From an optimization exercise on the open Yosys and OpenROAD flow, aimed at small area, a short achievable clock period and few clock cycles per item; shortcuts taken in it are not production practice. Function was checked by simulation only, so behaviour that the tests miss may differ from the original. No activity file was given, so power comes from the tool's default toggle rates.

== job 8085 ==
==> flow/design.v (excerpt) <==
module pid_heading_controller_core (
    input  wire logic                                i_clk,
    input  wire logic                                i_rst_n,
    input  wire logic                                psel,
    input  wire logic                                penable,
    input  wire logic                                pwrite,
    input  wire logic [phc_pkg::ADDR_W-1:0]          paddr,
    input  wire logic [phc_pkg::DATA_W-1:0]          pwdata,
    output logic      [phc_pkg::DATA_W-1:0]          prdata,
    output logic                                     pready,
    input  wire logic                                i_in_valid,
    output logic                                     o_in_stall,
    input  wire logic signed [phc_pkg::ANGLE_W-1:0]  i_measured_angle,
    output logic                                     o_out_valid,
    input  wire logic                                i_out_stall,
    output logic signed [phc_pkg::DRIVE_W-1:0]       o_drive_cmd,
    output logic                                     o_clamped
);
clock: 8.0 ns
lec_check: 0
abc_area: 1
cap_margin: 20
core_margin: 2
core_utilization: 60
cts_cluster_diameter: 100
cts_cluster_size: 22
place_density: 0.8
setup_slack_margin: 4.9
slew_margin: 20
synth_hierarchical: 1
synth_minimum_keep_size: 0
run.sh (not shown) runs the stock make flow with config.mk's settings and CLKGATE_MAP_FILE= SYNTH_SCRIPT=/design/flow/synth_recipe.tcl, a recipe that flattens the netlist after the stock synthesis.
Job 8085: all stages complete, timing, DRC and antenna checks passed
Testbench counts of job 8085, summed over its fixed seeds: cycles 17,224, items 16,000.
Edits applied to the flow inputs when going from job 8085 to job 6958:
# job 8085
export LEC_CHECK = 0
export ABC_AREA = 1
export CAP_MARGIN = 20
export CORE_MARGIN = 2
export CORE_UTILIZATION = 60
export CTS_CLUSTER_DIAMETER = 100
export CTS_CLUSTER_SIZE = 22
export PLACE_DENSITY = 0.8
export SETUP_SLACK_MARGIN = 4.9
export SLEW_MARGIN = 20
export SYNTH_HIERARCHICAL = 1
export SYNTH_MINIMUM_KEEP_SIZE = 0
create_clock -name core_clock -period 8.0 [get_ports {i_clk}]
# job 6958
export LEC_CHECK = 0
export ABC_AREA = 1
export CAP_MARGIN = 20
export CORE_MARGIN = 2
export CORE_UTILIZATION = 60
export PLACE_DENSITY = 0.7
export SETUP_SLACK_MARGIN = 4.8
export SLEW_MARGIN = 20
export SYNTH_HIERARCHICAL = 1
export SYNTH_MINIMUM_KEEP_SIZE = 0
create_clock -name core_clock -period 8.0 [get_ports {i_clk}]
==> comparison <==
Looking at portion of the clock cycle consumed by the worst path in the final layout across job 6958 and job 8085, the one that comes out lower is job 8085.
Taking job 6958 as 1.0, job 8085 lands at 0.914 on power after layout.
Row multi-input logic portion of the cell area: job 6958 lower / job 8085 higher
In the metrics for job 6958 and job 8085, the one carrying the higher maximum fanout along the worst path is job 6958.
As far as post-synthesis adder-cell area fraction goes, job 8085 and job 6958 are indistinguishable; the numbers are identical.
The final reports for job 6958 and job 8085 show clock power share higher in the former.
Relative to job 8085, the cell area measured on job 6958 has increased by a few percent.
From job 8085 to job 6958 the numbers moved as follows: number of instances in the placed design level, maximum frequency moved down.
The following lists how job 4587 was set up differently from job 6958:
# job 6958
export LEC_CHECK = 0
export ABC_AREA = 1
export CAP_MARGIN = 20
export CORE_MARGIN = 2
export CORE_UTILIZATION = 60
export PLACE_DENSITY = 0.7
export SETUP_SLACK_MARGIN = 4.8
export SLEW_MARGIN = 20
export SYNTH_HIERARCHICAL = 1
export SYNTH_MINIMUM_KEEP_SIZE = 0
create_clock -name core_clock -period 8.0 [get_ports {i_clk}]
# job 4587
export LEC_CHECK = 0
export ABC_AREA = 1
export CAP_MARGIN = 20
export CORE_MARGIN = 2
export CORE_UTILIZATION = 60
export CTS_CLUSTER_DIAMETER = 100
export CTS_CLUSTER_SIZE = 22
export PLACE_DENSITY = 0.75
export SETUP_SLACK_MARGIN = 5.0
export SLEW_MARGIN = 20
export SYNTH_HIERARCHICAL = 1
export SYNTH_MINIMUM_KEEP_SIZE = 0
create_clock -name core_clock -period 8.0 [get_ports {i_clk}]
## What came out
From job 6958 to job 4587 the numbers moved as follows: wire length moved up, proportion of power drawn by combinational gates now larger, proportion of cell area spent on the clock network went down, final cell count without fillers now sits lower.
Setup changes, job 4587 to job 7986
# job 4587
export LEC_CHECK = 0
export ABC_AREA = 1
export CAP_MARGIN = 20
export CORE_MARGIN = 2
export CORE_UTILIZATION = 60
export CTS_CLUSTER_DIAMETER = 100
export CTS_CLUSTER_SIZE = 22
export PLACE_DENSITY = 0.75
export SETUP_SLACK_MARGIN = 5.0
export SLEW_MARGIN = 20
export SYNTH_HIERARCHICAL = 1
export SYNTH_MINIMUM_KEEP_SIZE = 0
create_clock -name core_clock -period 8.0 [get_ports {i_clk}]
# job 7986
export LEC_CHECK = 0
export ABC_AREA = 1
export CAP_MARGIN = 20
export CORE_MARGIN = 2
export CORE_UTILIZATION = 65
export CTS_CLUSTER_DIAMETER = 100
export CTS_CLUSTER_SIZE = 22
export PLACE_DENSITY = 0.75
export SETUP_SLACK_MARGIN = 5.0
export SLEW_MARGIN = 20
export SYNTH_HIERARCHICAL = 1
export SYNTH_MINIMUM_KEEP_SIZE = 0
create_clock -name core_clock -period 8.0 [get_ports {i_clk}]
==> comparison <==
Looking only at area of the core, and setting everything else aside, the higher value of job 7986 and job 4587 goes to job 4587.
Relative to job 4587, the number of buffers inserted by post-CTS setup repair measured on job 7986 has increased by more than half.
Comparing job 7986 and job 4587, the lower total clock buffers created by CTS was measured on job 7986.
Summary of job 7986 over job 4587: setup slack down 0.020 ns, minimum period implied by the final worst setup slack up 0.020 ns, combinational share of power up 0.8 points, number of non-clock buffers in the layout up 11.
Looking at non-filler instance count after layout, job 7986 sits 1.4% below job 4587.
Job 7986 vs job 4587 — number of placed instances with taps included dropped slightly
Job 4587 has a higher count of buffer and inverter cells on the critical path than job 7986.
Changes in job 3011 relative to job 7986:
# job 7986
export LEC_CHECK = 0
export ABC_AREA = 1
export CAP_MARGIN = 20
export CORE_MARGIN = 2
export CORE_UTILIZATION = 65
export CTS_CLUSTER_DIAMETER = 100
export CTS_CLUSTER_SIZE = 22
export PLACE_DENSITY = 0.75
export SETUP_SLACK_MARGIN = 5.0
export SLEW_MARGIN = 20
export SYNTH_HIERARCHICAL = 1
export SYNTH_MINIMUM_KEEP_SIZE = 0
create_clock -name core_clock -period 8.0 [get_ports {i_clk}]
# job 3011
export LEC_CHECK = 0
export ABC_AREA = 1
export CAP_MARGIN = 20
export CORE_MARGIN = 2
export CORE_UTILIZATION = 60
export CTS_CLUSTER_DIAMETER = 100
export CTS_CLUSTER_SIZE = 22
export PLACE_DENSITY = 0.75
export SETUP_SLACK_MARGIN = 4.9
export SLEW_MARGIN = 20
export SYNTH_HIERARCHICAL = 1
export SYNTH_MINIMUM_KEEP_SIZE = 0
create_clock -name core_clock -period 8.0 [get_ports {i_clk}]
Notes after the runs:
Job 3011 against job 7986: worst slack at placement dropped 0.028 ns; post-synthesis cell area barely changed.
Job 7986 has lower iteration count of the initial detailed-routing pass than job 3011.
Re maximum frequency from static timing analysis: job 7986 and job 3011 aren't equal, and the higher value belongs to job 7986.
In the metrics for job 7986 and job 3011, the one carrying the higher last weighted congestion value of the routability-driven placer is job 3011.
[job 3011 vs job 7986] global-route usage: lower in job 3011
Taking job 7986 as the reference point, the post-route minimum period of job 3011 rises by 0.044 ns.
Taking job 7986 as the reference, in job 3011 footprint of the multi-input gates now sits at about the same level, sequential standard cell area now sits at about the same level, minimum setup slack among reg-to-reg paths now sits lower.

==> what the ideal ports hide <==
The flow's constraints put no driver on any port. The routed layouts listed below were extracted and timed again, unchanged, in two steps.
Step 1 assumes that a clkbuf_16 drives the clock port and a buf_2 every other input.
Step 2, shift: input delay + t, output delay - t, t = (earliest + latest rising clock arrival at the registers) / 2. This alone moves slack from input paths to output paths.
a / b / c = no drivers / after step 1 / after step 2; a / b = the first two.
run | shift t [ns] | setup WS [ns] | hold WS [ns]
job 8085 | 0.680 | 4.864 / 4.856 / 4.296 | 0.335 / 0.335 / 0.335
job 6958 | 0.723 | 4.693 / 4.693 / 4.174 | 0.327 / 0.327 / 0.327
job 4587 | 0.681 | 4.928 / 4.928 / 4.392 | 0.330 / 0.330 / 0.330
job 7986 | 0.688 | 4.909 / 4.909 / 4.285 | 0.336 / 0.336 / 0.336
job 3011 | 0.694 | 4.864 / 4.864 / 4.249 | 0.333 / 0.333 / 0.333
After both steps setup and hold are still met in every run listed. For job 7986, which loses most, drivers alone change the setup slack by 0.000 ns; drivers and shift together by -0.624 ns.
